Context: an optimization exercise on an open-source flow, tuned for small area, a short achievable clock period and few clock cycles per item. The choices shown serve that exercise and are no tape-out recipe. No functional check of the RTL was part of any run shown here. No activity file was given, so power comes from the tool's default toggle rates.

## flow/design.v (module list and top-level ports; edited modules follow where they fit)
// module conv2d_stream: 1082 lines
module conv2d_stream #(
    parameter int DATA_W = 8,
    parameter int COEF_W = 8,
    parameter int IMG_W  = 8,
    parameter int IMG_H  = 8,
    parameter int ACC_W  = 20,
    parameter int SHIFT  = 4,
    parameter int OUT_W  = 16
) (
    input  logic              clk,
    input  logic              in_st,
    input  logic              coef_we,
    input  logic [3:0]        coef_addr,
    input  logic [COEF_W-1:0] coef_din,
    input  logic              pix_valid,
    output logic              pix_ready,
    input  logic [DATA_W-1:0] pix_din,
    output logic [OUT_W-1:0]  dout,
    output logic              out_st,
    input  logic              out_ready,
    output logic              frame_done
);
  // ...
==> flow/flow/run.sh <==
#!/bin/bash
# Standard ORFS layout, with one netlist step between synthesis and floorplan:
# flow/polfix.py re-chooses full-adder and AND/NAND polarities to drop inverters.
set -euo pipefail
R=orfs/results/${FLOW_PLATFORM:-sky130hd}/conv2d_stream/base
bash standard.sh synth > synth.log 2>&1
cp $R/1_2_yosys.v $R/1_2_yosys.orig.v
python3 flow/polfix.py $R/1_2_yosys.orig.v $R/1_2_yosys.pf.v > polfix.log 2>&1
cp $R/1_2_yosys.pf.v $R/1_2_yosys.v
touch $R/1_2_yosys.v
bash standard.sh finish > finish.log 2>&1
grep -c polinv_ $R/1_2_yosys.v >> polfix.log || true
==> flow/flow/polfix.py <==
#!/usr/bin/env python3
"""Re-choose the polarity of full adders and two-input AND/NAND gates in a mapped
sky130hd netlist so that fewer inverters are needed.

A full adder is self-dual: FA(~a, ~b, ~c) = (~sum, ~carry).  So any fa cell may be
fed complemented inputs if its consumers take its outputs complemented.  An and2
cell may become a nand2 (and back) the same way.  The netlist's inverters are taken
out, each signal is given the polarity that needs the fewest inverters, and one
inverter per signal is put back where a consumer still needs the other polarity.
Registers, ports and all other cells are left as they are.

usage: polfix.py IN.v OUT.v
"""
import re
import sys

INV_AREA = 3.7536
FLEX = {  # type -> (complement type, area)
    "sky130_fd_sc_hd__and2_1": ("sky130_fd_sc_hd__nand2_1", 6.256),
    "sky130_fd_sc_hd__and2_0": ("sky130_fd_sc_hd__nand2_1", 6.256),
    "sky130_fd_sc_hd__nand2_1": ("sky130_fd_sc_hd__and2_1", 3.7536),
}
FA_TYPES = {"sky130_fd_sc_hd__fa_1", "sky130_fd_sc_hd__fa_2", "sky130_fd_sc_hd__fa_4"}
INV_TYPES = {"sky130_fd_sc_hd__inv_1", "sky130_fd_sc_hd__inv_2", "sky130_fd_sc_hd__clkinv_1"}
OUT_PINS = {"X", "Y", "Q", "Q_N", "SUM", "COUT", "HI", "LO"}

src = open(sys.argv[1]).read()
mod_m = re.search(r"module\s+(\w+)\s*\((.*?)\);", src, re.S)
body_start = mod_m.end()
end_i = src.rindex("endmodule")

cell_re = re.compile(r"^\s*(sky130_fd_sc_hd__\w+)\s+(\S+)\s*\((.*?)\);", re.S | re.M)
pin_re = re.compile(r"\.(\w+)\(\s*(.*?)\s*\)\s*(?:,|$)", re.S)

cells = []
for m in cell_re.finditer(src, body_start, end_i):
    typ, name, body = m.group(1), m.group(2), m.group(3)
    pins = [(p, n.strip()) for p, n in pin_re.findall(body)]
    cells.append({"type": typ, "name": name, "pins": pins, "span": (m.start(), m.end())})

ports = set()
for m in re.finditer(r"^\s*(input|output|inout)\s+(?:wire\s+)?(\[[^\]]*\]\s*)?(\\\S+|\w+)", src[body_start:end_i], re.M):
    ports.add(m.group(3))


def port_of(net):
    b = net.split("[")[0].strip()
    return b in ports or net in ports


if re.search(r"^\s*assign\b", src[body_start:end_i], re.M):
    sys.exit("assign statements are not handled")

driver = {}
loads = {}
for ci, c in enumerate(cells):
    for p, n in c["pins"]:
        if p in OUT_PINS:
            driver[n] = (ci, p)
        else:
            loads.setdefault(n, []).append((ci, p))

# removable inverters: neither side touches a port
removable = set()
for ci, c in enumerate(cells):
    if c["type"] in INV_TYPES:
        d = dict(c["pins"])
        if not port_of(d["A"]) and not port_of(d["Y"]):
            removable.add(ci)


def root(n):
    p = 0
    seen = 0
    while n in driver and driver[n][0] in removable:
        ci = driver[n][0]
        n = dict(cells[ci]["pins"])["A"]
        p ^= 1
        seen += 1
        if seen > 1000:
            raise Exception("inverter loop")
    return n, p


# variables: fa cells and flexible gates; state 1 = output physically complemented
var = {}
for ci, c in enumerate(cells):
    if c["type"] in FA_TYPES or c["type"] in FLEX:
        var[ci] = 0

# consumers of each root: list of (cell index or None, pin, parity)
cons = {}
for ci, c in enumerate(cells):
    if ci in removable:
        continue
    for p, n in c["pins"]:
        if p in OUT_PINS:
            continue
        r, par = root(n)
        cons.setdefault(r, []).append((ci, p, par))
# output ports as consumers wanting the true value
for n in list(driver):
    if port_of(n):
        r, par = root(n)
        cons.setdefault(r, []).append((None, n, par))

roots = set(cons)
root_driver = {}
for r in roots:
    if r in driver:
        ci, p = driver[r]
        root_driver[r] = ci
# roots driven by a variable cell
roots_of_cell = {}
for r, ci in root_driver.items():
    if ci in var:
        roots_of_cell.setdefault(ci, []).append(r)
# roots consumed by each fa cell
fa_in_roots = {}
for r, lst in cons.items():
    for ci, p, par in lst:
        if ci is not None and ci in var and cells[ci]["type"] in FA_TYPES:
            fa_in_roots.setdefault(ci, set()).add(r)


def root_cost(r):
    ci = root_driver.get(r)
    d = var.get(ci, 0) if ci is not None else 0
    need = False
    for cj, p, par in cons[r]:
        want = par
        if cj is not None and cj in var and cells[cj]["type"] in FA_TYPES:
            want ^= var[cj]
        if want != d:
            need = True
            break
    cost = INV_AREA if need else 0.0
    if ci is not None and ci in var and cells[ci]["type"] in FLEX:
        typ = cells[ci]["type"]
        cost += FLEX[typ][1] if var[ci] == 0 else FLEX[FLEX[typ][0]][1]
    return cost


def touched(ci):
    s = set(roots_of_cell.get(ci, []))
    s |= fa_in_roots.get(ci, set())
    return s


def total():
    return sum(root_cost(r) for r in roots)


before = total()
import random
random.seed(1)
flex_in = {}  # fa cell -> flexible cells driving its input roots
for ci in var:
    if cells[ci]["type"] in FA_TYPES:
        fl = set()
        for r in fa_in_roots.get(ci, ()):
            d = root_driver.get(r)
            if d is not None and d in var and cells[d]["type"] in FLEX:
                fl.add(d)
        flex_in[ci] = fl


def move_cells(ci):
    return [ci] + sorted(flex_in.get(ci, ()))


def local_cost(cs):
    t = set()
    for c in cs:
        t |= touched(c)
    return t


varlist = list(var)
cur = before
T = 4.0
iters = 300000
for it in range(iters):
    T = 4.0 * (1 - it / iters) + 0.01
    ci = random.choice(varlist)
    cs = [ci]
    if ci in flex_in and random.random() < 0.7:
        cs = move_cells(ci)
    t = local_cost(cs)
    c0 = sum(root_cost(r) for r in t)
    for c in cs:
        var[c] ^= 1
    c1 = sum(root_cost(r) for r in t)
    dlt = c1 - c0
    if dlt <= 0 or random.random() < pow(2.718281828, -dlt / T):
        cur += dlt
    else:
        for c in cs:
            var[c] ^= 1
improved = True
passes = 0
while improved and passes < 50:
    improved = False
    passes += 1
    for ci in varlist:
        for cs in ([ci], move_cells(ci)):
            t = local_cost(cs)
            c0 = sum(root_cost(r) for r in t)
            for c in cs:
                var[c] ^= 1
            c1 = sum(root_cost(r) for r in t)
            if c1 < c0 - 1e-9:
                improved = True
            else:
                for c in cs:
                    var[c] ^= 1
after = total()
print(f"polfix: {len(removable)} inverters taken out; cost {before:.1f} -> {after:.1f} um2 "
      f"after {passes} passes; {sum(var.values())} cells flipped", file=sys.stderr)

# rewrite
new_inv = {}   # root -> inverter output net
new_cells_txt = []
k = 0


def pname(r):
    """Name of the net the driver of root r drives: renamed when it carries the complement."""
    ci = root_driver.get(r)
    d = var.get(ci, 0) if ci is not None else 0
    if not d:
        return r
    if r.startswith(chr(92)):
        return r + "_pn"
    return r + "_pn"


def phys(r, want):
    """Net carrying root r with polarity want (1 = complemented)."""
    global k
    ci = root_driver.get(r)
    d = var.get(ci, 0) if ci is not None else 0
    if want == d:
        return pname(r)
    if r not in new_inv:
        k += 1
        y = f"polinv_{k}_y"
        new_inv[r] = y
        new_cells_txt.append(f"  sky130_fd_sc_hd__inv_1 polinv_{k} (\n    .A({pname(r)}{' ' if r.startswith(chr(92)) else ''}),\n    .Y({y})\n  );\n")
    return new_inv[r]


repl = {}
renamed = set()
for ci, c in enumerate(cells):
    if ci in removable:
        repl[ci] = ""
        continue
    typ = c["type"]
    if ci in var and typ in FLEX and var[ci]:
        typ = FLEX[typ][0]
    pins = []
    for p, n in c["pins"]:
        if p in OUT_PINS:
            if typ != c["type"]:
                p = "Y" if typ.startswith("sky130_fd_sc_hd__nand") else "X"
            if n in roots and pname(n) != n:
                renamed.add(pname(n))
                n = pname(n)
            pins.append((p, n))
        else:
            r, par = root(n)
            want = par
            if ci in var and c["type"] in FA_TYPES:
                want ^= var[ci]
            pins.append((p, phys(r, want)))
    txt = f"  {typ} {c['name']} (\n" + ",\n".join(f"    .{p}({n}{' ' if n.startswith(chr(92)) else ''})" for p, n in pins) + "\n  );"
    repl[ci] = txt

# output ports driven through removed inverters are not possible (ports excluded), but a port
# net that is a root consumer with parity must still be satisfied
for r, lst in cons.items():
    for cj, n, par in lst:
        if cj is None:
            ci = root_driver.get(r)
            d = var.get(ci, 0) if ci is not None else 0
            if n != r or par != d:
                sys.exit(f"port net {n} would change polarity")

out = []
pos = 0
for ci, c in enumerate(cells):
    a, b = c["span"]
    out.append(src[pos:a])
    out.append(("\n" if repl[ci] else "") + repl[ci])
    pos = b
tail = src[pos:]
decl = "".join(f"  wire {y};\n" for y in new_inv.values())
decl += "".join(f"  wire {y}{' ' if y.startswith(chr(92)) else ''};\n" for y in sorted(renamed))
out.append("\n" + "".join(new_cells_txt))
res = "".join(out) + tail
# declare the new wires right after the module header
res = res[:body_start] + "\n" + decl + res[body_start:]
open(sys.argv[2], "w").write(res)
==> flow/standard.sh <==
#!/bin/bash
# synth_recipe.tcl (not shown) runs the flow's synth.tcl, then flattens the netlist and writes it again
# the make line also repeats each setting of config.mk as NAME=value (left out here)
make -C /OpenROAD-flow-scripts/flow DESIGN_CONFIG=/design/flow/config.mk WORK_HOME=/design/flow/orfs CLKGATE_MAP_FILE= SYNTH_SCRIPT=/design/flow/synth_recipe.tcl "${@:-finish}"
==> flow/config.mk <==
export PLATFORM = sky130hd
export DESIGN_NAME = conv2d_stream
export DESIGN_NICKNAME = conv2d_stream
export VERILOG_FILES = /design/flow/design.v
export SDC_FILE = /design/flow/constraint.sdc
export NUM_CORES = 4
export LEC_CHECK = 0
export CAP_MARGIN = 20
export CORE_MARGIN = 2
export CORE_UTILIZATION = 60
export PLACE_DENSITY = 0.7
export SETUP_SLACK_MARGIN = 4.0
export SLEW_MARGIN = 20
==> flow/constraint.sdc <==
create_clock -name core_clock -period 6.5 [get_ports {clk}]
set_input_delay 1.3000 -clock core_clock [delete_from_list [all_inputs] [get_ports {clk}]]
set_output_delay 1.3000 -clock core_clock [all_outputs]
set_load 0.01 [all_outputs]
==> impl_metrics.py, run 1 <==
metrics = {
    "placed_design": {
        "place_area_um2": 34200,
        "gp_congestion": 0.997,
    },
    "sta": {
        "finalSetupViolCount": 0,
        "fin_ws_ps": 3780,
        "finalCriticalPeriod_ps": 2720,
        "finalHoldViolations": 0,
    },
    "finish": {
        "regArea_um2": 15400,
        "fin_util": 0.709,
        "layout_common_cells": "nand2_1, fa_1, dfxtp_1",
        "multiInputGateArea_um2": 17500,
        "design_area_um2": 38300,
    },
    "critical_path": {
        "path_buf_inv": 1,
        "r2r-start": "r3_1344",
        "ff2ff_path_depth": 8,
        "cp-endpoint": "hd_q[12]",
        "path_delay_family": "compound AO/OA/AOI/OAI gates",
    },
    "drt": {
        "first_iter_violations": 1999,
        "ant_nets": 0,
        "drt-total-wl_um": 90800,
        "drc": 0,
        "viasPerCell": 6.10,
    },
    "outcome": {
        "status": "complete, no violations",
    },
    "cts": {
        "htreeDepth": 3,
        "root_buffer": "clkbuf_16",
        "cts_buffers": 68,
        "hold_buffers": 0,
    },
    "die": {
        "pin_count": 44,
        "dieHeight_um": 238,
    },
    "pwr": {
        "internal-power_mw": 7.52,
    },
    "global_routing": {
        "use_met1": 0.421,
    },
}
==> inputs of run 2 (changes only) <==
--- a/flow/design.v
+++ b/flow/design.v
@@ -16,19 +16,19 @@
     output logic              pix_ready,
     input  logic [DATA_W-1:0] pix_din,
     output logic [OUT_W-1:0]  dout,
     output logic              out_st,
     input  logic              out_ready,
     output logic              frame_done
 );
     localparam logic [71:0] K_DEF = 72'h01_02_01_02_04_02_01_02_01;
-    localparam int NQ  = 5;           
+    localparam int NQ  = 4;           
     localparam int CAP = NQ + 1;         
-    localparam int NS  = 4;           
+    localparam int NS  = 3;           
     localparam int CW  = $clog2(CAP + 1);
     localparam int QW  = (NQ > 1) ? $clog2(NQ) : 1;
     logic [2:0]   col_q, row_q;
     logic         ready_q;
     logic [CW-1:0] cnt_q, cnt_d;
     logic         accept, win, lastpix, pop;
     logic [18:0][7:0] sr_q;
     logic [8:0][7:0]  coef_q;
@@ -59,28 +59,20 @@
                 col_q <= col_q + 3'd1;
                 if (col_q == 3'd7) row_q <= row_q + 3'd1;
             end
         end
     end
     always_ff @(posedge clk) begin
         if (accept) sr_q <= {sr_q[17:0], pix_din};
     end
-    logic       cw_q;
-    logic [3:0] ca_q;
-    logic [7:0] cd_q;
-    always_ff @(posedge clk) begin
-        cw_q <= coef_we && !in_st;
-        ca_q <= coef_addr;
-        cd_q <= coef_din;
-    end
     always_ff @(posedge clk) begin
         for (int i = 0; i < 9; i++) begin
             if (in_st) coef_q[i] <= K_DEF[8*i +: 8];
-            else if (cw_q && ca_q == 4'(i)) coef_q[i] <= cd_q;
+            else if (coef_we && coef_addr == 4'(i)) coef_q[i] <= coef_din;
         end
     end
     logic [8:0][7:0] wn;    
     always_comb begin
         for (int i = 0; i < 3; i++)
             for (int j = 0; j < 3; j++)
                 wn[3*i + j] = sr_q[8*(2 - i) + (2 - j)];
     end
@@ -149,52 +141,45 @@
     logic s673, c674, s675, c676, s677, c678, s679, c680, s681, c682, s683, c684, s685, c686, s687, c688;
     logic s689, c690, s691, c692, s693, c694, s695, c696, s697, c698, s699, c700, s701, c702, s703, c704;
     logic s705, c706, s707, c708, s709, c710, s711, c712, s713, c714, s715, c716, s717, c718, s719, c720;
     logic s721, c722, s723, c724, s725, c726, s727, c728, s729, c730, s731, c732, s733, c734, s735, c736;
     logic s737, c738, s739, c740, s741, c742, s743, c744, s745, c746, s747, c748, s749, c750, s751, c752;
     logic s753, c754, s755, c756, s757, c758, s759, c760, s761, c762, s763, c764, s765, c766, s767, c768;
     logic s769, c770, s771, c772, s773, c774, s775, c776, s777, c778, s779, c780, s781, c782, s783, c784;
     logic s785, c786, s787, c788, s789, c790, s791, c792, s793, c794, s795, c796, s797, c798, s799, c800;
-    logic r1_801, r1_802, r1_803, r1_804, r1_805, r1_806, r1_807, r1_808, r1_809, r1_810, r1_811, r1_812, r1_813, r1_814, r1_815, r1_816;
-    logic r1_817, r1_818, r1_819, r1_820, r1_821, r1_822, r1_823, r1_824, r1_825, r1_826, r1_827, r1_828, r1_829, r1_830, r1_831, r1_832;
-    logic r1_833, r1_834, r1_835, r1_836, r1_837, r1_838, r1_839, r1_840, r1_841, r1_842, r1_843, r1_844, r1_845, r1_846, r1_847, r1_848;
-    logic r1_849, r1_850, r1_851, r1_852, r1_853, r1_854, r1_855, r1_856, r1_857, r1_858, r1_859, r1_860, r1_861, r1_862, r1_863, r1_864;
-    logic r1_865, r1_866, r1_867, r1_868, r1_869, r1_870, r1_871, r1_872, r1_873, r1_874, r1_875, r1_876, r1_877, r1_878, r1_879, r1_880;
-    logic r1_881, r1_882, r1_883, r1_884, r1_885, r1_886, r1_887, r1_888, r1_889, r1_890, r1_891, r1_892, r1_893, r1_894, r1_895, r1_896;
-    logic r1_897, r1_898, r1_899, r1_900, r1_901, r1_902, r1_903, r1_904, r1_905, r1_906, r1_907, r1_908, r1_909, r1_910, r1_911, r1_912;
+    logic s801, c802, s803, c804, s805, c806, s807, c808, s809, c810, s811, c812, s813, c814, s815, c816;
+    logic s817, c818, s819, c820, s821, c822, s823, c824, s825, c826, s827, c828, s829, c830, s831, c832;
+    logic s833, c834, s835, c836, s837, c838, s839, c840, s841, c842, s843, c844, s845, c846, s847, c848;
+    logic s849, c850, s851, c852, s853, c854, s855, c856, s857, c858, s859, c860, s861, c862, s863, c864;
+    logic s865, c866, s867, c868, s869, c870, s871, c872, s873, c874, s875, c876, s877, c878, s879, c880;
+    logic s881, c882, s883, c884, s885, c886, s887, c888, s889, c890, s891, c892, s893, c894, s895, c896;
+    logic s897, c898, s899, c900, s901, c902, s903, c904, r1_905, r1_906, r1_907, r1_908, r1_909, r1_910, r1_911, r1_912;
     logic r1_913, r1_914, r1_915, r1_916, r1_917, r1_918, r1_919, r1_920, r1_921, r1_922, r1_923, r1_924, r1_925, r1_926, r1_927, r1_928;
     logic r1_929, r1_930, r1_931, r1_932, r1_933, r1_934, r1_935, r1_936, r1_937, r1_938, r1_939, r1_940, r1_941, r1_942, r1_943, r1_944;
     logic r1_945, r1_946, r1_947, r1_948, r1_949, r1_950, r1_951, r1_952, r1_953, r1_954, r1_955, r1_956, r1_957, r1_958, r1_959, r1_960;
     logic r1_961, r1_962, r1_963, r1_964, r1_965, r1_966, r1_967, r1_968, r1_969, r1_970, r1_971, r1_972, r1_973, r1_974, r1_975, r1_976;
-    logic s977, c978, s979, c980, s981, c982, s983, c984, s985, c986, s987, c988, s989, c990, s991, c992;
-    logic s993, c994, s995, c996, s997, c998, s999, c1000, s1001, c1002, s1003, c1004, s1005, c1006, s1007, c1008;
-    logic s1009, c1010, s1011, c1012, s1013, c1014, s1015, c1016, s1017, c1018, s1019, c1020, s1021, c1022, s1023, c1024;
-    logic s1025, c1026, s1027, c1028, s1029, c1030, s1031, c1032, s1033, c1034, s1035, c1036, s1037, c1038, s1039, c1040;
+    logic r1_977, r1_978, r1_979, r1_980, r1_981, r1_982, r1_983, r1_984, r1_985, r1_986, r1_987, r1_988, r1_989, r1_990, r1_991, r1_992;
+    logic r1_993, r1_994, r1_995, r1_996, r1_997, r1_998, r1_999, r1_1000, r1_1001, r1_1002, r1_1003, r1_1004, r1_1005, r1_1006, r1_1007, r1_1008;
+    logic r1_1009, r1_1010, r1_1011, r1_1012, r1_1013, r1_1014, r1_1015, r1_1016, r1_1017, r1_1018, r1_1019, r1_1020, r1_1021, r1_1022, r1_1023, r1_1024;
+    logic r1_1025, r1_1026, r1_1027, r1_1028, s1029, c1030, s1031, c1032, s1033, c1034, s1035, c1036, s1037, c1038, s1039, c1040;
     logic s1041, c1042, s1043, c1044, s1045, c1046, s1047, c1048, s1049, c1050, s1051, c1052, s1053, c1054, s1055, c1056;
     logic s1057, c1058, s1059, c1060, s1061, c1062, s1063, c1064, s1065, c1066, s1067, c1068, s1069, c1070, s1071, c1072;
     logic s1073, c1074, s1075, c1076, s1077, c1078, s1079, c1080, s1081, c1082, s1083, c1084, s1085, c1086, s1087, c1088;
     logic s1089, c1090, s1091, c1092, s1093, c1094, s1095, c1096, s1097, c1098, s1099, c1100, s1101, c1102, s1103, c1104;
     logic s1105, c1106, s1107, c1108, s1109, c1110, s1111, c1112, s1113, c1114, s1115, c1116, s1117, c1118, s1119, c1120;
     logic s1121, c1122, s1123, c1124, s1125, c1126, s1127, c1128, s1129, c1130, s1131, c1132, s1133, c1134, s1135, c1136;
     logic s1137, c1138, s1139, c1140, s1141, c1142, s1143, c1144, s1145, c1146, s1147, c1148, s1149, c1150, s1151, c1152;
     logic s1153, c1154, s1155, c1156, s1157, c1158, s1159, c1160, s1161, c1162, s1163, c1164, s1165, c1166, s1167, c1168;
     logic s1169, c1170, s1171, c1172, s1173, c1174, s1175, c1176, s1177, c1178, s1179, c1180, s1181, c1182, s1183, c1184;
-    logic s1185, c1186, s1187, c1188, s1189, c1190, s1191, c1192, s1193, c1194, s1195, c1196, s1197, c1198, s1199, c1200;
+    logic s1185, c1186, s1187, c1188, s1189, c1190, s1191, c1192, s1193, c1194, s1195, c1196, s1197, c1198, r2_1199, r2_1200;
     logic r2_1201, r2_1202, r2_1203, r2_1204, r2_1205, r2_1206, r2_1207, r2_1208, r2_1209, r2_1210, r2_1211, r2_1212, r2_1213, r2_1214, r2_1215, r2_1216;
     logic r2_1217, r2_1218, r2_1219, r2_1220, r2_1221, r2_1222, r2_1223, r2_1224, r2_1225, r2_1226, r2_1227, r2_1228, r2_1229, r2_1230, r2_1231, r2_1232;
-    logic r2_1233, r2_1234, r2_1235, r2_1236, r2_1237, r2_1238, r2_1239, r2_1240, r2_1241, r2_1242, r2_1243, r2_1244, r2_1245, r2_1246, r2_1247, r2_1248;
-    logic r2_1249, r2_1250, r2_1251, r2_1252, r2_1253, r2_1254, r2_1255, r2_1256, r2_1257, r2_1258, r2_1259, r2_1260, r2_1261, r2_1262, r2_1263, r2_1264;
-    logic s1265, c1266, s1267, c1268, s1269, c1270, s1271, c1272, s1273, c1274, s1275, c1276, s1277, c1278, s1279, c1280;
-    logic s1281, c1282, s1283, c1284, s1285, c1286, s1287, c1288, s1289, c1290, s1291, c1292, s1293, c1294, s1295, c1296;
-    logic s1297, c1298, s1299, c1300, s1301, c1302, s1303, c1304, s1305, c1306, s1307, c1308, s1309, c1310, s1311, c1312;
-    logic s1313, c1314, s1315, c1316, s1317, c1318, s1319, c1320, s1321, c1322, s1323, c1324, s1325, c1326, s1327, c1328;
-    logic s1329, c1330, s1331, c1332, s1333, c1334, s1335, c1336, s1337, c1338, r3_1339, r3_1340, r3_1341, r3_1342, r3_1343, r3_1344;
-    logic r3_1345, r3_1346, r3_1347, r3_1348, r3_1349, r3_1350, r3_1351, r3_1352, r3_1353, r3_1354, r3_1355, r3_1356, r3_1357, r3_1358, r3_1359, r3_1360;
-    logic r3_1361, r3_1362, r3_1363, r3_1364, r3_1365, r3_1366, r3_1367, r3_1368, r3_1369, r3_1370;
+    logic r2_1233, r2_1234, r2_1235, r2_1236, r2_1237, s1238, c1239, s1240, c1241, s1242, c1243, s1244, c1245, s1246, c1247, s1248;
+    logic c1249, s1250, c1251, s1252, c1253, s1254, c1255, s1256, c1257, s1258, c1259, s1260, c1261;
     assign {c2, s1} = nw0[0][0] + nw1[0][0] + nw2[0][0];
     assign {c4, s3} = nw3[0][0] + nw4[0][0] + nw5[0][0];
     assign {c6, s5} = nw6[0][0] + nw7[0][0] + nw8[0][0];
     assign {c8, s7} = nw0[0][1] + nw0[1][0] + nw1[0][1];
     assign {c10, s9} = nw1[1][0] + nw2[0][1] + nw2[1][0];
     assign {c12, s11} = nw3[0][1] + nw3[1][0] + nw4[0][1];
     assign {c14, s13} = nw4[1][0] + nw5[0][1] + nw5[1][0];
     assign {c16, s15} = nw6[0][1] + nw6[1][0] + nw7[0][1];
@@ -585,498 +570,397 @@
     assign {c786, s785} = s615 + s617 + s619;
     assign {c788, s787} = c610 + c612 + c614;
     assign {c790, s789} = c616 + c618 + c620;
     assign {c792, s791} = c622 + s623 + s625;
     assign {c794, s793} = s627 + s629 + s631;
     assign {c796, s795} = c624 + c626 + c628;
     assign {c798, s797} = c630 + c632 + s633;
     assign {c800, s799} = c634 + c636 + c638;
-    assign {c978, s977} = r1_804 + r1_805 + r1_806;
-    assign {c980, s979} = r1_809 + r1_810 + r1_811;
-    assign {c982, s981} = r1_812 + r1_813 + r1_814;
-    assign {c984, s983} = r1_815 + r1_816 + r1_817;
-    assign {c986, s985} = r1_818 + r1_819 + r1_820;
-    assign {c988, s987} = r1_821 + r1_822 + r1_823;
-    assign {c990, s989} = r1_825 + r1_826 + r1_827;
-    assign {c992, s991} = r1_828 + r1_829 + r1_830;
-    assign {c994, s993} = r1_831 + r1_832 + r1_833;
-    assign {c996, s995} = r1_834 + r1_835 + r1_836;
-    assign {c998, s997} = r1_838 + r1_839 + r1_840;
-    assign {c1000, s999} = r1_841 + r1_842 + r1_843;
-    assign {c1002, s1001} = r1_844 + r1_845 + r1_846;
-    assign {c1004, s1003} = r1_847 + r1_848 + r1_849;
-    assign {c1006, s1005} = r1_852 + r1_853 + r1_854;
-    assign {c1008, s1007} = r1_855 + r1_856 + r1_857;
-    assign {c1010, s1009} = r1_858 + r1_859 + r1_860;
-    assign {c1012, s1011} = r1_861 + r1_862 + r1_863;
-    assign {c1014, s1013} = r1_864 + r1_865 + r1_866;
-    assign {c1016, s1015} = r1_867 + r1_868 + r1_869;
-    assign {c1018, s1017} = r1_870 + r1_871 + r1_872;
-    assign {c1020, s1019} = r1_873 + r1_874 + r1_875;
-    assign {c1022, s1021} = r1_876 + r1_877 + r1_878;
-    assign {c1024, s1023} = r1_879 + r1_880 + r1_881;
-    assign {c1026, s1025} = r1_882 + r1_883 + r1_884;
-    assign {c1028, s1027} = r1_885 + r1_886 + r1_887;
-    assign {c1030, s1029} = r1_889 + r1_890 + r1_891;
-    assign {c1032, s1031} = r1_892 + r1_893 + r1_894;
-    assign {c1034, s1033} = r1_895 + r1_896 + r1_897;
-    assign {c1036, s1035} = r1_898 + r1_899 + r1_900;
-    assign {c1038, s1037} = r1_901 + r1_902 + r1_903;
-    assign {c1040, s1039} = r1_904 + r1_905 + r1_906;
-    assign {c1042, s1041} = r1_909 + r1_910 + r1_911;
-    assign {c1044, s1043} = r1_912 + r1_913 + r1_914;
-    assign {c1046, s1045} = r1_915 + r1_916 + r1_917;
-    assign {c1048, s1047} = r1_918 + r1_919 + r1_920;
-    assign {c1050, s1049} = r1_921 + r1_922 + r1_923;
-    assign {c1052, s1051} = r1_926 + r1_927 + r1_928;
-    assign {c1054, s1053} = r1_929 + r1_930 + r1_931;
-    assign {c1056, s1055} = r1_932 + r1_933 + r1_934;
-    assign {c1058, s1057} = r1_935 + r1_936 + r1_937;
-    assign {c1060, s1059} = r1_938 + r1_939 + r1_940;
-    assign {c1062, s1061} = r1_942 + r1_943 + r1_944;
-    assign {c1064, s1063} = r1_945 + r1_946 + r1_947;
-    assign {c1066, s1065} = r1_948 + r1_949 + r1_950;
-    assign {c1068, s1067} = r1_951 + r1_952 + r1_953;
-    assign {c1070, s1069} = r1_954 + r1_955 + r1_956;
-    assign {c1072, s1071} = r1_957 + r1_958 + r1_959;
-    assign {c1074, s1073} = r1_960 + r1_961 + r1_962;
-    assign {c1076, s1075} = r1_963 + r1_964 + r1_965;
-    assign {c1078, s1077} = r1_966 + r1_967 + r1_968;
-    assign {c1080, s1079} = r1_971 + r1_972 + r1_973;
-    assign {c1082, s1081} = s977 + r1_807 + r1_808;
-    assign {c1084, s1083} = c978 + s979 + s981;
-    assign {c1086, s1085} = c980 + c982 + s983;
-    assign {c1088, s1087} = s985 + s987 + r1_824;
-    assign {c1090, s1089} = c984 + c986 + c988;
-    assign {c1092, s1091} = s989 + s991 + s993;
-    assign {c1094, s1093} = c990 + c992 + c994;
-    assign {c1096, s1095} = c996 + s997 + s999;
-    assign {c1098, s1097} = s1001 + s1003 + r1_850;
-    assign {c1100, s1099} = c998 + c1000 + c1002;
-    assign {c1102, s1101} = c1004 + s1005 + s1007;
-    assign {c1104, s1103} = s1009 + s1011 + s1013;
-    assign {c1106, s1105} = c1006 + c1008 + c1010;
-    assign {c1108, s1107} = c1012 + c1014 + c1016;
-    assign {c1110, s1109} = s1017 + s1019 + s1021;
-    assign {c1112, s1111} = s1023 + s1025 + s1027;
-    assign {c1114, s1113} = c1018 + c1020 + c1022;
-    assign {c1116, s1115} = c1024 + c1026 + c1028;
-    assign {c1118, s1117} = s1029 + s1031 + s1033;
-    assign {c1120, s1119} = s1035 + s1037 + s1039;
-    assign {c1122, s1121} = c1030 + c1032 + c1034;
-    assign {c1124, s1123} = c1036 + c1038 + c1040;
-    assign {c1126, s1125} = s1041 + s1043 + s1045;
-    assign {c1128, s1127} = s1047 + s1049 + r1_924;
-    assign {c1130, s1129} = c1042 + c1044 + c1046;
-    assign {c1132, s1131} = c1048 + c1050 + s1051;
-    assign {c1134, s1133} = s1053 + s1055 + s1057;
-    assign {c1136, s1135} = c1052 + c1054 + c1056;
-    assign {c1138, s1137} = c1058 + c1060 + s1061;
-    assign {c1140, s1139} = s1063 + s1065 + s1067;
-    assign {c1142, s1141} = c1062 + c1064 + c1066;
-    assign {c1144, s1143} = c1068 + s1069 + s1071;
-    assign {c1146, s1145} = c1070 + c1072 + c1074;
-    assign {c1148, s1147} = s1075 + s1077 + r1_969;
-    assign {c1150, s1149} = c1076 + c1078 + s1079;
-    assign {c1152, s1151} = c1080 + r1_975 + r1_976;
-    assign {c1154, s1153} = c1084 + s1085 + s1087;
-    assign {c1156, s1155} = c1086 + c1088 + s1089;
-    assign {c1158, s1157} = s1091 + s995 + r1_837;
-    assign {c1160, s1159} = c1090 + c1092 + s1093;
-    assign {c1162, s1161} = s1095 + s1097 + r1_851;
-    assign {c1164, s1163} = c1094 + c1096 + c1098;
-    assign {c1166, s1165} = s1099 + s1101 + s1103;
-    assign {c1168, s1167} = c1100 + c1102 + c1104;
-    assign {c1170, s1169} = s1105 + s1107 + s1109;
-    assign {c1172, s1171} = c1106 + c1108 + c1110;
-    assign {c1174, s1173} = c1112 + s1113 + s1115;
-    assign {c1176, s1175} = s1117 + s1119 + r1_907;
-    assign {c1178, s1177} = c1114 + c1116 + c1118;
-    assign {c1180, s1179} = c1120 + s1121 + s1123;
-    assign {c1182, s1181} = s1125 + s1127 + r1_925;
-    assign {c1184, s1183} = c1122 + c1124 + c1126;
-    assign {c1186, s1185} = c1128 + s1129 + s1131;
-    assign {c1188, s1187} = s1133 + s1059 + r1_941;
-    assign {c1190, s1189} = c1130 + c1132 + c1134;
-    assign {c1192, s1191} = s1135 + s1137 + s1139;
-    assign {c1194, s1193} = c1136 + c1138 + c1140;
-    assign {c1196, s1195} = s1141 + s1143 + s1073;
-    assign {c1198, s1197} = c1142 + c1144 + s1145;
-    assign {c1200, s1199} = c1146 + c1148 + s1149;
-    assign {c1266, s1265} = r2_1208 + r2_1209 + r2_1210;
-    assign {c1268, s1267} = r2_1211 + r2_1212 + r2_1213;
-    assign {c1270, s1269} = r2_1215 + r2_1216 + r2_1217;
-    assign {c1272, s1271} = r2_1220 + r2_1221 + r2_1222;
-    assign {c1274, s1273} = r2_1223 + r2_1224 + r2_1225;
-    assign {c1276, s1275} = r2_1226 + r2_1227 + r2_1228;
-    assign {c1278, s1277} = r2_1229 + r2_1230 + r2_1231;
-    assign {c1280, s1279} = r2_1232 + r2_1233 + r2_1234;
-    assign {c1282, s1281} = r2_1235 + r2_1236 + r2_1237;
-    assign {c1284, s1283} = r2_1238 + r2_1239 + r2_1240;
-    assign {c1286, s1285} = r2_1241 + r2_1242 + r2_1243;
-    assign {c1288, s1287} = r2_1244 + r2_1245 + r2_1246;
-    assign {c1290, s1289} = r2_1249 + r2_1250 + r2_1251;
-    assign {c1292, s1291} = r2_1253 + r2_1254 + r2_1255;
-    assign {c1294, s1293} = r2_1258 + r2_1259 + r2_1260;
-    assign {c1296, s1295} = r2_1261 + r2_1262 + r2_1263;
-    assign {c1298, s1297} = c1266 + s1267 + r2_1214;
-    assign {c1300, s1299} = c1268 + s1269 + r2_1218;
-    assign {c1302, s1301} = c1270 + s1271 + s1273;
-    assign {c1304, s1303} = c1272 + c1274 + s1275;
-    assign {c1306, s1305} = c1276 + c1278 + s1279;
-    assign {c1308, s1307} = c1280 + c1282 + s1283;
-    assign {c1310, s1309} = c1284 + c1286 + s1287;
-    assign {c1312, s1311} = c1288 + s1289 + r2_1252;
-    assign {c1314, s1313} = c1290 + s1291 + r2_1256;
-    assign s1315 = ~(c1308 ^ s1309);
-    assign c1316 = c1308 | s1309;
-    assign s1317 = ~(c1298 ^ s1299);
-    assign c1318 = c1298 | s1299;
-    assign s1319 = ~(c1300 ^ s1301);
-    assign c1320 = c1300 | s1301;
-    assign {c1322, s1321} = c1302 + s1303 + s1277;
-    assign {c1324, s1323} = c1304 + s1305 + s1281;
-    assign {c1326, s1325} = c1306 + s1307 + s1285;
-    assign {c1328, s1327} = s1315 + r2_1247 + r2_1248;
-    assign {c1330, s1329} = c1316 + c1310 + s1311;
-    assign {c1332, s1331} = c1312 + s1313 + r2_1257;
-    assign {c1334, s1333} = c1314 + c1292 + s1293;
-    assign s1335 = ~(c1294 ^ s1295);
-    assign c1336 = c1294 | s1295;
-    assign s1337 = ~(c1296 ^ r2_1264);
-    assign c1338 = c1296 | r2_1264;
+    assign {c802, s801} = c642 + s643 + s645;
+    assign {c804, s803} = c644 + c646 + s647;
+    assign {c806, s805} = s649 + s651 + s653;
+    assign {c808, s807} = c648 + c650 + c652;
+    assign {c810, s809} = c654 + s655 + s657;
+    assign {c812, s811} = s659 + s661 + s663;
+    assign {c814, s813} = c656 + c658 + c660;
+    assign {c816, s815} = c662 + c664 + s665;
+    assign {c818, s817} = s667 + s669 + s671;
+    assign {c820, s819} = s673 + s675 + s453;
+    assign {c822, s821} = c666 + c668 + c670;
+    assign {c824, s823} = c672 + c674 + c676;
+    assign {c826, s825} = s677 + s679 + s681;
+    assign {c828, s827} = s683 + s685 + s687;
+    assign {c830, s829} = c678 + c680 + c682;
+    assign {c832, s831} = c684 + c686 + c688;
+    assign {c834, s833} = c690 + c692 + s693;
+    assign {c836, s835} = s695 + s697 + s699;
+    assign {c838, s837} = s701 + s703 + s705;
+    assign {c840, s839} = s707 + s709 + s511;
+    assign {c842, s841} = c694 + c696 + c698;
+    assign {c844, s843} = c700 + c702 + c704;
+    assign {c846, s845} = c706 + c708 + c710;
+    assign {c848, s847} = s711 + s713 + s715;
+    assign {c850, s849} = s717 + s719 + s721;
+    assign {c852, s851} = s723 + s725 + s727;
+    assign {c854, s853} = c712 + c714 + c716;
+    assign {c856, s855} = c718 + c720 + c722;
+    assign {c858, s857} = c724 + c726 + c728;
+    assign {c860, s859} = c730 + s731 + s733;
+    assign {c862, s861} = s735 + s737 + s739;
+    assign {c864, s863} = s741 + s743 + s745;
+    assign {c866, s865} = c732 + c734 + c736;
+    assign {c868, s867} = c738 + c740 + c742;
+    assign {c870, s869} = c744 + c746 + c748;
+    assign {c872, s871} = s749 + s751 + s753;
+    assign {c874, s873} = s755 + s757 + s759;
+    assign {c876, s875} = c750 + c752 + c754;
+    assign {c878, s877} = c756 + c758 + c760;
+    assign {c880, s879} = c762 + c764 + s765;
+    assign {c882, s881} = s767 + s769 + s771;
+    assign {c884, s883} = s773 + s775 + s605;
+    assign {c886, s885} = c766 + c768 + c770;
+    assign {c888, s887} = c772 + c774 + c776;
+    assign {c890, s889} = s777 + s779 + s781;
+    assign {c892, s891} = s783 + s785 + s621;
+    assign {c894, s893} = c778 + c780 + c782;
+    assign {c896, s895} = c784 + c786 + s787;
+    assign {c898, s897} = s789 + s791 + s793;
+    assign {c900, s899} = c788 + c790 + c792;
+    assign {c902, s901} = c794 + s795 + s797;
+    assign {c904, s903} = c796 + c798 + s799;
+    assign {c1030, s1029} = r1_908 + r1_909 + r1_910;
+    assign {c1032, s1031} = r1_911 + r1_912 + r1_913;
+    assign {c1034, s1033} = r1_914 + r1_915 + r1_916;
+    assign {c1036, s1035} = r1_917 + r1_918 + r1_919;
+    assign {c1038, s1037} = r1_920 + r1_921 + r1_922;
+    assign {c1040, s1039} = r1_923 + r1_924 + r1_925;
+    assign {c1042, s1041} = r1_928 + r1_929 + r1_930;
+    assign {c1044, s1043} = r1_931 + r1_932 + r1_933;
+    assign {c1046, s1045} = r1_934 + r1_935 + r1_936;
+    assign {c1048, s1047} = r1_938 + r1_939 + r1_940;
+    assign {c1050, s1049} = r1_941 + r1_942 + r1_943;
+    assign {c1052, s1051} = r1_944 + r1_945 + r1_946;
+    assign {c1054, s1053} = r1_948 + r1_949 + r1_950;
+    assign {c1056, s1055} = r1_951 + r1_952 + r1_953;
+    assign {c1058, s1057} = r1_954 + r1_955 + r1_956;
+    assign {c1060, s1059} = r1_957 + r1_958 + r1_959;
+    assign {c1062, s1061} = r1_961 + r1_962 + r1_963;
+    assign {c1064, s1063} = r1_964 + r1_965 + r1_966;
+    assign {c1066, s1065} = r1_967 + r1_968 + r1_969;
+    assign {c1068, s1067} = r1_970 + r1_971 + r1_972;
+    assign {c1070, s1069} = r1_975 + r1_976 + r1_977;
+    assign {c1072, s1071} = r1_978 + r1_979 + r1_980;
+    assign {c1074, s1073} = r1_981 + r1_982 + r1_983;
+    assign {c1076, s1075} = r1_984 + r1_985 + r1_986;
+    assign {c1078, s1077} = r1_988 + r1_989 + r1_990;
+    assign {c1080, s1079} = r1_991 + r1_992 + r1_993;
+    assign {c1082, s1081} = r1_994 + r1_995 + r1_996;
+    assign {c1084, s1083} = r1_999 + r1_1000 + r1_1001;
+    assign {c1086, s1085} = r1_1002 + r1_1003 + r1_1004;
+    assign {c1088, s1087} = r1_1005 + r1_1006 + r1_1007;
+    assign {c1090, s1089} = r1_1008 + r1_1009 + r1_1010;
+    assign {c1092, s1091} = r1_1011 + r1_1012 + r1_1013;
+    assign {c1094, s1093} = r1_1015 + r1_1016 + r1_1017;
+    assign {c1096, s1095} = r1_1018 + r1_1019 + r1_1020;
+    assign {c1098, s1097} = r1_1022 + r1_1023 + r1_1024;
+    assign {c1100, s1099} = r1_1026 + r1_1027 + r1_1028;
+    assign {c1102, s1101} = c1032 + s1033 + s1035;
+    assign {c1104, s1103} = c1034 + c1036 + s1037;
+    assign {c1106, s1105} = s1039 + r1_926 + r1_927;
+    assign {c1108, s1107} = c1038 + c1040 + s1041;
+    assign {c1110, s1109} = s1043 + s1045 + r1_937;
+    assign {c1112, s1111} = c1042 + c1044 + c1046;
+    assign {c1114, s1113} = s1047 + s1049 + s1051;
+    assign {c1116, s1115} = c1048 + c1050 + c1052;
+    assign {c1118, s1117} = s1053 + s1055 + s1057;
+    assign {c1120, s1119} = c1054 + c1056 + c1058;
+    assign {c1122, s1121} = c1060 + s1061 + s1063;
+    assign {c1124, s1123} = s1065 + s1067 + r1_973;
+    assign {c1126, s1125} = c1062 + c1064 + c1066;
+    assign {c1128, s1127} = c1068 + s1069 + s1071;
+    assign {c1130, s1129} = s1073 + s1075 + r1_987;
+    assign {c1132, s1131} = c1070 + c1072 + c1074;
+    assign {c1134, s1133} = c1076 + s1077 + s1079;
+    assign {c1136, s1135} = s1081 + r1_997 + r1_998;
+    assign {c1138, s1137} = c1078 + c1080 + c1082;
+    assign {c1140, s1139} = s1083 + s1085 + s1087;
+    assign {c1142, s1141} = c1084 + c1086 + c1088;
+    assign {c1144, s1143} = s1089 + s1091 + r1_1014;
+    assign {c1146, s1145} = c1090 + c1092 + s1093;
+    assign {c1148, s1147} = c1094 + c1096 + s1097;
+    assign {c1150, s1149} = c1102 + s1103 + s1105;
+    assign {c1152, s1151} = c1104 + c1106 + s1107;
+    assign {c1154, s1153} = c1108 + c1110 + s1111;
+    assign {c1156, s1155} = c1112 + c1114 + s1115;
+    assign {c1158, s1157} = s1117 + s1059 + r1_960;
+    assign {c1160, s1159} = c1116 + c1118 + s1119;
+    assign {c1162, s1161} = s1121 + s1123 + r1_974;
+    assign {c1164, s1163} = c1120 + c1122 + c1124;
+    assign {c1166, s1165} = s1125 + s1127 + s1129;
+    assign {c1168, s1167} = c1126 + c1128 + c1130;
+    assign {c1170, s1169} = s1131 + s1133 + s1135;
+    assign {c1172, s1171} = c1132 + c1134 + c1136;
+    assign {c1174, s1173} = c1138 + c1140 + s1141;
+    assign {c1176, s1175} = c1142 + c1144 + s1145;
+    assign {c1178, s1177} = c1146 + s1147 + r1_1025;
+    assign {c1180, s1179} = c1148 + c1098 + s1099;
+    assign {c1182, s1181} = c1150 + s1151 + s1109;
+    assign {c1184, s1183} = c1152 + s1153 + s1113;
+    assign {c1186, s1185} = c1154 + s1155 + s1157;
+    assign {c1188, s1187} = c1156 + c1158 + s1159;
+    assign {c1190, s1189} = c1160 + c1162 + s1163;
+    assign {c1192, s1191} = c1164 + c1166 + s1167;
+    assign {c1194, s1193} = c1168 + c1170 + s1171;
+    assign {c1196, s1195} = c1172 + s1173 + s1143;
+    assign {c1198, s1197} = c1174 + s1175 + s1095;
+    assign s1238 = ~(r2_1222 ^ r2_1223);
+    assign c1239 = r2_1222 | r2_1223;
+    assign s1240 = ~(r2_1208 ^ r2_1209);
+    assign c1241 = r2_1208 | r2_1209;
+    assign s1242 = ~(r2_1211 ^ r2_1212);
+    assign c1243 = r2_1211 | r2_1212;
+    assign {c1245, s1244} = r2_1213 + r2_1214 + r2_1215;
+    assign {c1247, s1246} = r2_1216 + r2_1217 + r2_1218;
+    assign {c1249, s1248} = r2_1219 + r2_1220 + r2_1221;
+    assign {c1251, s1250} = s1238 + r2_1224 + r2_1225;
+    assign {c1253, s1252} = c1239 + r2_1226 + r2_1227;
+    assign {c1255, s1254} = r2_1228 + r2_1229 + r2_1230;
+    assign {c1257, s1256} = r2_1231 + r2_1232 + r2_1233;
+    assign s1258 = ~(r2_1234 ^ r2_1235);
+    assign c1259 = r2_1234 | r2_1235;
+    assign s1260 = ~(r2_1236 ^ r2_1237);
+    assign c1261 = r2_1236 | r2_1237;
     always_ff @(posedge clk) begin
-        r1_801 <= s385;
-        r1_802 <= s641;
-        r1_803 <= s391;
-        r1_804 <= c642;
-        r1_805 <= s643;
-        r1_806 <= s645;
-        r1_807 <= s399;
-        r1_808 <= s401;
-        r1_809 <= c644;
-        r1_810 <= c646;
-        r1_811 <= s647;
-        r1_812 <= s649;
-        r1_813 <= s651;
-        r1_814 <= s653;
-        r1_815 <= c648;
-        r1_816 <= c650;
-        r1_817 <= c652;
-        r1_818 <= c654;
-        r1_819 <= s655;
-        r1_820 <= s657;
-        r1_821 <= s659;
-        r1_822 <= s661;
-        r1_823 <= s663;
-        r1_824 <= s433;
-        r1_825 <= c656;
-        r1_826 <= c658;
-        r1_827 <= c660;
-        r1_828 <= c662;
-        r1_829 <= c664;
-        r1_830 <= s665;
-        r1_831 <= s667;
-        r1_832 <= s669;
-        r1_833 <= s671;
-        r1_834 <= s673;
-        r1_835 <= s675;
-        r1_836 <= s453;
-        r1_837 <= s455;
-        r1_838 <= c666;
-        r1_839 <= c668;
-        r1_840 <= c670;
-        r1_841 <= c672;
-        r1_842 <= c674;
-        r1_843 <= c676;
-        r1_844 <= s677;
-        r1_845 <= s679;
-        r1_846 <= s681;
-        r1_847 <= s683;
-        r1_848 <= s685;
-        r1_849 <= s687;
-        r1_850 <= s689;
-        r1_851 <= s691;
-        r1_852 <= c678;
-        r1_853 <= c680;
-        r1_854 <= c682;
-        r1_855 <= c684;
-        r1_856 <= c686;
-        r1_857 <= c688;
-        r1_858 <= c690;
-        r1_859 <= c692;
-        r1_860 <= s693;
-        r1_861 <= s695;
-        r1_862 <= s697;
-        r1_863 <= s699;
-        r1_864 <= s701;
-        r1_865 <= s703;
-        r1_866 <= s705;
-        r1_867 <= s707;
-        r1_868 <= s709;
-        r1_869 <= s511;
-        r1_870 <= c694;
-        r1_871 <= c696;
-        r1_872 <= c698;
-        r1_873 <= c700;
-        r1_874 <= c702;
-        r1_875 <= c704;
-        r1_876 <= c706;
-        r1_877 <= c708;
-        r1_878 <= c710;
-        r1_879 <= s711;
-        r1_880 <= s713;
-        r1_881 <= s715;
-        r1_882 <= s717;
-        r1_883 <= s719;
-        r1_884 <= s721;
-        r1_885 <= s723;
-        r1_886 <= s725;
-        r1_887 <= s727;
-        r1_888 <= s729;
-        r1_889 <= c712;
-        r1_890 <= c714;
-        r1_891 <= c716;
-        r1_892 <= c718;
-        r1_893 <= c720;
-        r1_894 <= c722;
-        r1_895 <= c724;
-        r1_896 <= c726;
-        r1_897 <= c728;
-        r1_898 <= c730;
-        r1_899 <= s731;
-        r1_900 <= s733;
-        r1_901 <= s735;
-        r1_902 <= s737;
-        r1_903 <= s739;
-        r1_904 <= s741;
-        r1_905 <= s743;
-        r1_906 <= s745;
-        r1_907 <= s747;
-        r1_908 <= s567;
-        r1_909 <= c732;
-        r1_910 <= c734;
-        r1_911 <= c736;
-        r1_912 <= c738;
-        r1_913 <= c740;
-        r1_914 <= c742;
-        r1_915 <= c744;
-        r1_916 <= c746;
-        r1_917 <= c748;
-        r1_918 <= s749;
-        r1_919 <= s751;
-        r1_920 <= s753;
-        r1_921 <= s755;
-        r1_922 <= s757;
-        r1_923 <= s759;
-        r1_924 <= s761;
-        r1_925 <= s763;
-        r1_926 <= c750;
-        r1_927 <= c752;
-        r1_928 <= c754;
-        r1_929 <= c756;
-        r1_930 <= c758;
-        r1_931 <= c760;
-        r1_932 <= c762;
-        r1_933 <= c764;
-        r1_934 <= s765;
-        r1_935 <= s767;
-        r1_936 <= s769;
-        r1_937 <= s771;
-        r1_938 <= s773;
-        r1_939 <= s775;
-        r1_940 <= s605;
-        r1_941 <= s607;
-        r1_942 <= c766;
-        r1_943 <= c768;
-        r1_944 <= c770;
-        r1_945 <= c772;
-        r1_946 <= c774;
-        r1_947 <= c776;
-        r1_948 <= s777;
-        r1_949 <= s779;
-        r1_950 <= s781;
-        r1_951 <= s783;
-        r1_952 <= s785;
-        r1_953 <= s621;
-        r1_954 <= c778;
-        r1_955 <= c780;
-        r1_956 <= c782;
-        r1_957 <= c784;
-        r1_958 <= c786;
-        r1_959 <= s787;
-        r1_960 <= s789;
-        r1_961 <= s791;
-        r1_962 <= s793;
-        r1_963 <= c788;
-        r1_964 <= c790;
-        r1_965 <= c792;
-        r1_966 <= c794;
-        r1_967 <= s795;
-        r1_968 <= s797;
-        r1_969 <= s635;
-        r1_970 <= s637;
-        r1_971 <= c796;
-        r1_972 <= c798;
-        r1_973 <= s799;
-        r1_974 <= s639;
-        r1_975 <= c800;
-        r1_976 <= c640;
-        r2_1201 <= r1_801;
-        r2_1202 <= r1_802;
-        r2_1203 <= r1_803;
-        r2_1204 <= s1081;
-        r2_1205 <= c1082;
-        r2_1206 <= s1083;
-        r2_1207 <= s1153;
-        r2_1208 <= c1154;
-        r2_1209 <= s1155;
-        r2_1210 <= s1157;
-        r2_1211 <= c1156;
-        r2_1212 <= c1158;
-        r2_1213 <= s1159;
-        r2_1214 <= s1161;
-        r2_1215 <= c1160;
-        r2_1216 <= c1162;
-        r2_1217 <= s1163;
+        r1_905 <= s385;
+        r1_906 <= s641;
+        r1_907 <= s391;
+        r1_908 <= s801;
+        r1_909 <= s399;
+        r1_910 <= s401;
+        r1_911 <= c802;
+        r1_912 <= s803;
+        r1_913 <= s805;
+        r1_914 <= c804;
+        r1_915 <= c806;
+        r1_916 <= s807;
+        r1_917 <= s809;
+        r1_918 <= s811;
+        r1_919 <= s433;
+        r1_920 <= c808;
+        r1_921 <= c810;
+        r1_922 <= c812;
+        r1_923 <= s813;
+        r1_924 <= s815;
+        r1_925 <= s817;
+        r1_926 <= s819;
+        r1_927 <= s455;
+        r1_928 <= c814;
+        r1_929 <= c816;
+        r1_930 <= c818;
+        r1_931 <= c820;
+        r1_932 <= s821;
+        r1_933 <= s823;
+        r1_934 <= s825;
+        r1_935 <= s827;
+        r1_936 <= s689;
+        r1_937 <= s691;
+        r1_938 <= c822;
+        r1_939 <= c824;
+        r1_940 <= c826;
+        r1_941 <= c828;
+        r1_942 <= s829;
+        r1_943 <= s831;
+        r1_944 <= s833;
+        r1_945 <= s835;
+        r1_946 <= s837;
+        r1_947 <= s839;
+        r1_948 <= c830;
+        r1_949 <= c832;
+        r1_950 <= c834;
+        r1_951 <= c836;
+        r1_952 <= c838;
+        r1_953 <= c840;
+        r1_954 <= s841;
+        r1_955 <= s843;
+        r1_956 <= s845;
+        r1_957 <= s847;
+        r1_958 <= s849;
+        r1_959 <= s851;
+        r1_960 <= s729;
+        r1_961 <= c842;
+        r1_962 <= c844;
+        r1_963 <= c846;
+        r1_964 <= c848;
+        r1_965 <= c850;
+        r1_966 <= c852;
+        r1_967 <= s853;
+        r1_968 <= s855;
+        r1_969 <= s857;
+        r1_970 <= s859;
+        r1_971 <= s861;
+        r1_972 <= s863;
+        r1_973 <= s747;
+        r1_974 <= s567;
+        r1_975 <= c854;
+        r1_976 <= c856;
+        r1_977 <= c858;
+        r1_978 <= c860;
+        r1_979 <= c862;
+        r1_980 <= c864;
+        r1_981 <= s865;
+        r1_982 <= s867;
+        r1_983 <= s869;
+        r1_984 <= s871;
+        r1_985 <= s873;
+        r1_986 <= s761;
+        r1_987 <= s763;
+        r1_988 <= c866;
+        r1_989 <= c868;
+        r1_990 <= c870;
+        r1_991 <= c872;
+        r1_992 <= c874;
+        r1_993 <= s875;
+        r1_994 <= s877;
+        r1_995 <= s879;
+        r1_996 <= s881;
+        r1_997 <= s883;
+        r1_998 <= s607;
+        r1_999 <= c876;
+        r1_1000 <= c878;
+        r1_1001 <= c880;
+        r1_1002 <= c882;
+        r1_1003 <= c884;
+        r1_1004 <= s885;
+        r1_1005 <= s887;
+        r1_1006 <= s889;
+        r1_1007 <= s891;
+        r1_1008 <= c886;
+        r1_1009 <= c888;
+        r1_1010 <= c890;
+        r1_1011 <= c892;
+        r1_1012 <= s893;
+        r1_1013 <= s895;
+        r1_1014 <= s897;
+        r1_1015 <= c894;
+        r1_1016 <= c896;
+        r1_1017 <= c898;
+        r1_1018 <= s899;
+        r1_1019 <= s901;
+        r1_1020 <= s635;
+        r1_1021 <= s637;
+        r1_1022 <= c900;
+        r1_1023 <= c902;
+        r1_1024 <= s903;
+        r1_1025 <= s639;
+        r1_1026 <= c904;
+        r1_1027 <= c800;
+        r1_1028 <= c640;
+        r2_1199 <= r1_905;
+        r2_1200 <= r1_906;
+        r2_1201 <= r1_907;
+        r2_1202 <= s1029;
+        r2_1203 <= c1030;
+        r2_1204 <= s1031;
+        r2_1205 <= s1101;
+        r2_1206 <= s1149;
+        r2_1207 <= s1181;
+        r2_1208 <= c1182;
+        r2_1209 <= s1183;
+        r2_1210 <= r1_947;
+        r2_1211 <= c1184;
+        r2_1212 <= s1185;
+        r2_1213 <= c1186;
+        r2_1214 <= s1187;
+        r2_1215 <= s1161;
+        r2_1216 <= c1188;
+        r2_1217 <= s1189;
         r2_1218 <= s1165;
-        r2_1219 <= s1015;
-        r2_1220 <= c1164;
-        r2_1221 <= c1166;
-        r2_1222 <= s1167;
-        r2_1223 <= s1169;
-        r2_1224 <= s1111;
-        r2_1225 <= r1_888;
-        r2_1226 <= c1168;
-        r2_1227 <= c1170;
-        r2_1228 <= s1171;
-        r2_1229 <= s1173;
-        r2_1230 <= s1175;
-        r2_1231 <= r1_908;
-        r2_1232 <= c1172;
-        r2_1233 <= c1174;
-        r2_1234 <= c1176;
-        r2_1235 <= s1177;
-        r2_1236 <= s1179;
-        r2_1237 <= s1181;
-        r2_1238 <= c1178;
-        r2_1239 <= c1180;
-        r2_1240 <= c1182;
-        r2_1241 <= s1183;
-        r2_1242 <= s1185;
-        r2_1243 <= s1187;
-        r2_1244 <= c1184;
-        r2_1245 <= c1186;
-        r2_1246 <= c1188;
-        r2_1247 <= s1189;
-        r2_1248 <= s1191;
-        r2_1249 <= c1190;
-        r2_1250 <= c1192;
-        r2_1251 <= s1193;
-        r2_1252 <= s1195;
-        r2_1253 <= c1194;
-        r2_1254 <= c1196;
-        r2_1255 <= s1197;
-        r2_1256 <= s1147;
-        r2_1257 <= r1_970;
-        r2_1258 <= c1198;
-        r2_1259 <= s1199;
-        r2_1260 <= r1_974;
-        r2_1261 <= c1200;
-        r2_1262 <= c1150;
-        r2_1263 <= s1151;
-        r2_1264 <= c1152;
-        r3_1339 <= r2_1201;
-        r3_1340 <= r2_1202;
-        r3_1341 <= r2_1203;
-        r3_1342 <= r2_1204;
-        r3_1343 <= r2_1205;
-        r3_1344 <= r2_1206;
-        r3_1345 <= r2_1207;
-        r3_1346 <= s1265;
-        r3_1347 <= s1297;
-        r3_1348 <= s1317;
-        r3_1349 <= r2_1219;
-        r3_1350 <= c1318;
-        r3_1351 <= s1319;
-        r3_1352 <= c1320;
-        r3_1353 <= s1321;
-        r3_1354 <= c1322;
-        r3_1355 <= s1323;
-        r3_1356 <= c1324;
-        r3_1357 <= s1325;
-        r3_1358 <= c1326;
-        r3_1359 <= s1327;
-        r3_1360 <= c1328;
-        r3_1361 <= s1329;
-        r3_1362 <= c1330;
-        r3_1363 <= s1331;
-        r3_1364 <= c1332;
-        r3_1365 <= s1333;
-        r3_1366 <= c1334;
-        r3_1367 <= s1335;
-        r3_1368 <= c1336;
-        r3_1369 <= s1337;
-        r3_1370 <= c1338;
+        r2_1219 <= c1190;
+        r2_1220 <= s1191;
+        r2_1221 <= s1169;
+        r2_1222 <= c1192;
+        r2_1223 <= s1193;
+        r2_1224 <= s1137;
+        r2_1225 <= s1139;
+        r2_1226 <= c1194;
+        r2_1227 <= s1195;
+        r2_1228 <= c1196;
+        r2_1229 <= s1197;
+        r2_1230 <= r1_1021;
+        r2_1231 <= c1198;
+        r2_1232 <= c1176;
+        r2_1233 <= s1177;
+        r2_1234 <= c1178;
+        r2_1235 <= s1179;
+        r2_1236 <= c1180;
+        r2_1237 <= c1100;
     end
     always_ff @(posedge clk) begin
         if (in_st) begin
             v_q[NS-1:1] <= '0;
             l_q[NS-1:1] <= '0;
         end else begin
             v_q[NS-1:1] <= v_q[NS-2:0];
             l_q[NS-1:1] <= l_q[NS-2:0];
         end
     end
     logic [ACC_W-1:0] na, nb, sum;
-    assign na = {1'b1, r3_1370, r3_1368, r3_1366, r3_1364, r3_1362, r3_1360, r3_1358, r3_1356, r3_1354, r3_1352, r3_1350, r3_1348, r3_1347, r3_1346, r3_1345, r3_1343, r3_1342, r3_1340, r3_1339};
-    assign nb = {1'b1, 1'b1, r3_1369, r3_1367, r3_1365, r3_1363, r3_1361, r3_1359, r3_1357, r3_1355, r3_1353, r3_1351, r3_1349, 1'b1, 1'b1, 1'b1, r3_1344, 1'b1, r3_1341, 1'b1};
+    assign na = {1'b1, c1261, c1259, c1257, c1255, c1253, c1251, c1249, c1247, c1245, c1243, c1241, s1240, r2_1207, r2_1206, r2_1205, r2_1203, r2_1202, r2_1200, r2_1199};
+    assign nb = {1'b1, 1'b1, s1260, s1258, s1256, s1254, s1252, s1250, s1248, s1246, s1244, s1242, r2_1210, 1'b1, 1'b1, 1'b1, r2_1204, 1'b1, r2_1201, 1'b1};
     assign sum = (~na) + (~nb);
     logic [OUT_W-1:0] res;
     logic             res_v, res_l;
     assign res   = sum[SHIFT +: OUT_W];    
     assign res_v = v_q[NS-1];
     assign res_l = l_q[NS-1];
     logic [OUT_W-1:0] hd_q;
     logic             hv_q, hl_q, fd_q;
     logic [NQ-1:0][OUT_W-1:0] qd_q;
     logic [NQ-1:0]    ql_q;
     logic [QW-1:0]    rp_q, wp_q;
     logic [CW-1:0]    qn_q;
-    logic             head_free, load, from_q;
+    logic             head_free;
     assign pop       = hv_q && out_ready;
     assign head_free = !hv_q || out_ready;
-    assign from_q    = (qn_q != '0);
-    assign load      = head_free && (from_q || res_v);
     function automatic logic [QW-1:0] inc(input logic [QW-1:0] p);
         inc = (p == QW'(NQ - 1)) ? '0 : p + QW'(1);
     endfunction
     always_ff @(posedge clk) begin
-        if (res_v) begin
-            qd_q[wp_q] <= res;
-            ql_q[wp_q] <= res_l;
-        end
-        if (load) hd_q <= from_q ? qd_q[rp_q] : res;
-    end
-    always_ff @(posedge clk) begin
         if (in_st) begin
             hv_q <= 1'b0;
             hl_q <= 1'b0;
             fd_q <= 1'b0;
             rp_q <= '0;
             wp_q <= '0;
             qn_q <= '0;
         end else begin
             fd_q <= pop && hl_q;
-            if (res_v) wp_q <= inc(wp_q);
-            if (load) rp_q <= inc(rp_q);
             if (head_free) begin
-                hv_q <= from_q || res_v;
-                hl_q <= from_q ? ql_q[rp_q] : res_l;
+                if (qn_q != '0) begin
+                    hv_q <= 1'b1;
+                    hd_q <= qd_q[rp_q];
+                    hl_q <= ql_q[rp_q];
+                    rp_q <= inc(rp_q);
+                    if (res_v) begin
+                        qd_q[wp_q] <= res;
+                        ql_q[wp_q] <= res_l;
+                        wp_q <= inc(wp_q);
+                    end else begin
+                        qn_q <= qn_q - CW'(1);
+                    end
+                end else begin
+                    hv_q <= res_v;
+                    hl_q <= res_l;
+                    if (res_v) hd_q <= res;
+                end
+            end else if (res_v) begin
+                qd_q[wp_q] <= res;
+                ql_q[wp_q] <= res_l;
+                wp_q <= inc(wp_q);
+                qn_q <= qn_q + CW'(1);
             end
-            qn_q <= qn_q + CW'(res_v) - CW'(load);
         end
     end
     assign dout       = hd_q;
     assign out_st     = hv_q;
     assign frame_done = fd_q;
 endmodule
==> flow/run.sh (new file) <==
#!/bin/bash
# synth_recipe.tcl (not shown) runs the flow's synth.tcl, then flattens the netlist and writes it again
# the make line also repeats each setting of config.mk as NAME=value (left out here)
make -C /OpenROAD-flow-scripts/flow DESIGN_CONFIG=/design/flow/config.mk WORK_HOME=/design/flow/orfs CLKGATE_MAP_FILE= SYNTH_SCRIPT=/design/flow/synth_recipe.tcl finish
==> flow/config.mk (replaced) <==
export PLATFORM = sky130hd
export DESIGN_NAME = conv2d_stream
export DESIGN_NICKNAME = conv2d_stream
export VERILOG_FILES = /design/flow/design.v
export SDC_FILE = /design/flow/constraint.sdc
export NUM_CORES = 4
export LEC_CHECK = 0
export CAP_MARGIN = 20
export CORE_MARGIN = 2
export CORE_UTILIZATION = 40
export SLEW_MARGIN = 20
removed: flow/flow/run.sh
removed: flow/flow/polfix.py
removed: flow/standard.sh
==> impl_metrics.py, run 2 <==
metrics = {
    "outcome": {
        "status": "complete, no violations",
    },
    "die": {
        "pin_count": 44,
        "die_area_um2": 83100,
        "rows": 104,
        "chipWidth_um": 288,
        "start_util": 0.402,
        "dieHeight_um": 288,
        "core_area_um2": 80300,
    },
    "yosys": {
        "muxShareOfSynthArea": 0.0323,
        "synth_nets": 3228,
        "synth-simple-area-share": 0.145,
        "yosysSeqAreaShare": 0.380,
        "synth_cells": 2628,
        "yosysMostFrequentCell": "and2_1",
        "synth_top_area_frac": 0.337,
        "synth-compound-area-share": 0.0310,
        "synth_common_cells": "and2_1, fa_1, inv_1, dfxtp_1, edfxtp_1",
        "synth_flop_cell": "dfxtp_1",
        "ys_top_cells_by_area": "fa_1, edfxtp_1, dfxtp_1",
        "synth_top_area_cell": "fa_1",
        "yosys.area_share.xor_xnor": 0.00511,
        "synth-edff-count": 236,
        "post_synth_num_cell_types": 53,
        "synth_area_um2": 32300,
        "synthArstFlopShare": 0,
        "synth-seq-cells": 495,
        "synth_top_family_by_area": "adder cells",
        "yosysWarnings": 1,
        "synthAdderAreaFrac": 0.349,
        "syn_area_per_cell_um2": 12.3,
    },
    "cts": {
        "cts_tree": "built",
        "clock-sinks": 495,
        "cts_buffers": 54,
        "post_cts_resized": 0,
        "root_buffer": "clkbuf_16",
        "postCtsSetupRepairBufs": 0,
        "htreeDepth": 2,
        "clkLatencyLatePin_ps": 650,
        "hold_buffers": 0,
        "clk_path_buf_depth": 3,
        "clk_pin_slew_worst_paths_ps": 60,
    },
    "critical_path": {
        "required_ps": 7040,
        "crit_chain": "and2_1 > fa_1 > inv_1 > fa_1 > inv_1 > fa_1 > fa_1 > inv_1",
        "crit_path_max_fanout": 9,
        "slowest_delay_ps": 670,
        "startpoint_type": "flip-flop",
        "cp_common_cell": "fa_1",
        "crit_slowest_cell": "edfxtp_1",
        "timing.critical_path.arrival_ps": 3840,
        "critPathKind": "flip-flop to flip-flop",
        "end_kind": "flip-flop",
    },
    "finish": {
        "post_route_cells_drive_above_1_share": 0.0476,
        "fin_nets": 3287,
        "design_area_um2": 35800,
        "fill_cells": 7266,
        "layout_commonest_cell": "and2_1",
        "layout_common_cells": "and2_1, fa_1, inv_1",
        "largest_registers": "sr_q x152, coef_q x72, qd_q x64",
        "antenna_cells": 0,
        "largest_register": "sr_q",
        "largest_reg_flops": 152,
        "instances_no_fill": 3793,
        "area_growth_pct": 10.9,
    },
    "sta": {
        "finalCriticalPeriod_ps": 3300,
        "setup-tns-final_ps": 0,
        "fmax_mhz": 303,
        "max-slew-margin-rel": 0.242,
        "worst_pin_slew_ps": 1130,
        "fin_ws_ps": 3200,
        "finalCritPeriodShare": 0.507,
        "finalSetupViolCount": 0,
        "slew_viol_final": 0,
        "finalHoldViolations": 0,
        "rsz0062_at_grt": "no",
        "finClkSkew_ps": 43.8,
    },
    "placed_design": {
        "post-place-ws_ps": 2720,
        "dpl.cell_count": 3691,
        "io_buffers": 43,
        "place_area_um2": 34000,
        "dp_hpwl_um": 67100,
        "gp_congestion": 0.928,
    },
    "drt": {
        "viasPerCell": 5.13,
        "first_iter_violations": 1547,
        "routedWlPerCell_um": 22.7,
        "dr.pass1.iters": 5,
        "drt-total-wl_um": 86100,
        "drc": 0,
        "vias": 19400,
        "ant_nets": 0,
    },
    "pwr": {
        "power.total_mw": 9.14,
        "peakVddDrop_mv": 0.215,
        "powerDensity_nw_per_um2": 255,
        "p_leak_nw": 15.4,
    },
    "global_routing": {
        "grt_max_degree": 80,
        "grt_pass1_wl_um": 132000,
        "grt_overflow": 0,
        "grt_use_total": 0.214,
        "grt_pass1_vias": 21000,
        "antenna_found_initial": 1,
    },
    "worst_hold_path": {
        "hold_class": "flip-flop to flip-flop",
    },
    "job": {
        "maxCapViolCount": 0,
    },
}
## run 2: area by class of cell
cell class,instances,area (um^2),share of cell area
Inverter,447,1680,0.0470
Clock inverter,28,298,0.00832
Tap cell,1060,1330,0.0370
Clock buffer,74,1560,0.0436
Multi-Input combinational cell,1638,18200,0.508
Timing Repair Buffer,51,488,0.0136
Sequential cell,495,12300,0.343
## run 2: routing by layer
| metal | global-route usage | vias to the layer above | share of wire |
|---|---|---|---|
| li1 | - | 8295 | - |
| met1 | 0.292 | 10200 | 0.43 |
| met2 | 0.351 | 733 | 0.48 |
| met3 | 0.0392 | 203 | 0.066 |
| met4 | 0.0640 | 0 | 0.030 |
| met5 | 0 | - | 0 |
## run 2: kinds of logic after synthesis
family	after synthesis
AND/OR/NAND/NOR	798
adder cells (fa/ha/maj)	575
buffers and inverters	495
flip-flops	495
AO/OA/AOI/OAI	165
multiplexers	82
XOR/XNOR	18
## run 2: stage by stage
step	utilization	hold slack [ps]
after CTS	0.446	339
after global placement	0.423	318
final	0.446	337
after floorplan	-	310
after detailed placement	0.423	323
after global routing	0.446	351
## run 2: final timing paths
kind	from	to	slack, ps	cells after the start
worst max register to register	sr_q[23]	r1_1006	3200	8
worst max-delay path	sr_q[23]	r1_1006	3200	8
worst min-delay path	r1_1021	r2_1230	340	0
worst min register to register	r1_1021	r2_1230	340	0
## run 2: critical path: cells and delay by family (launching register included)
kind	cells	cell delay, ps
adder cells (fa/ha/maj)	4	1960
buffers and inverters	3	240
flip-flops	1	670
AND/OR/NAND/NOR	1	310
## run 2: power breakdown
| part | internal (mW) | leakage (nW) | switching (mW) | total, mW |
|---|---|---|---|---|
| Sequential | 3.65 | 4.18 | 0.229 | 3.88 |
| Combinational | 0.860 | 10.3 | 1.23 | 2.08 |
| Clock | 1.82 | 0.890 | 1.36 | 3.18 |

Re-timed with assumed drivers on the ports (clkbuf_16 on the clock, buf_2 on other inputs), run 2 has 3.204 ns of setup slack against 3.204 ns with ideal ports, and 2.722 ns once port delays also move by the mid clock arrival of 0.694 ns.
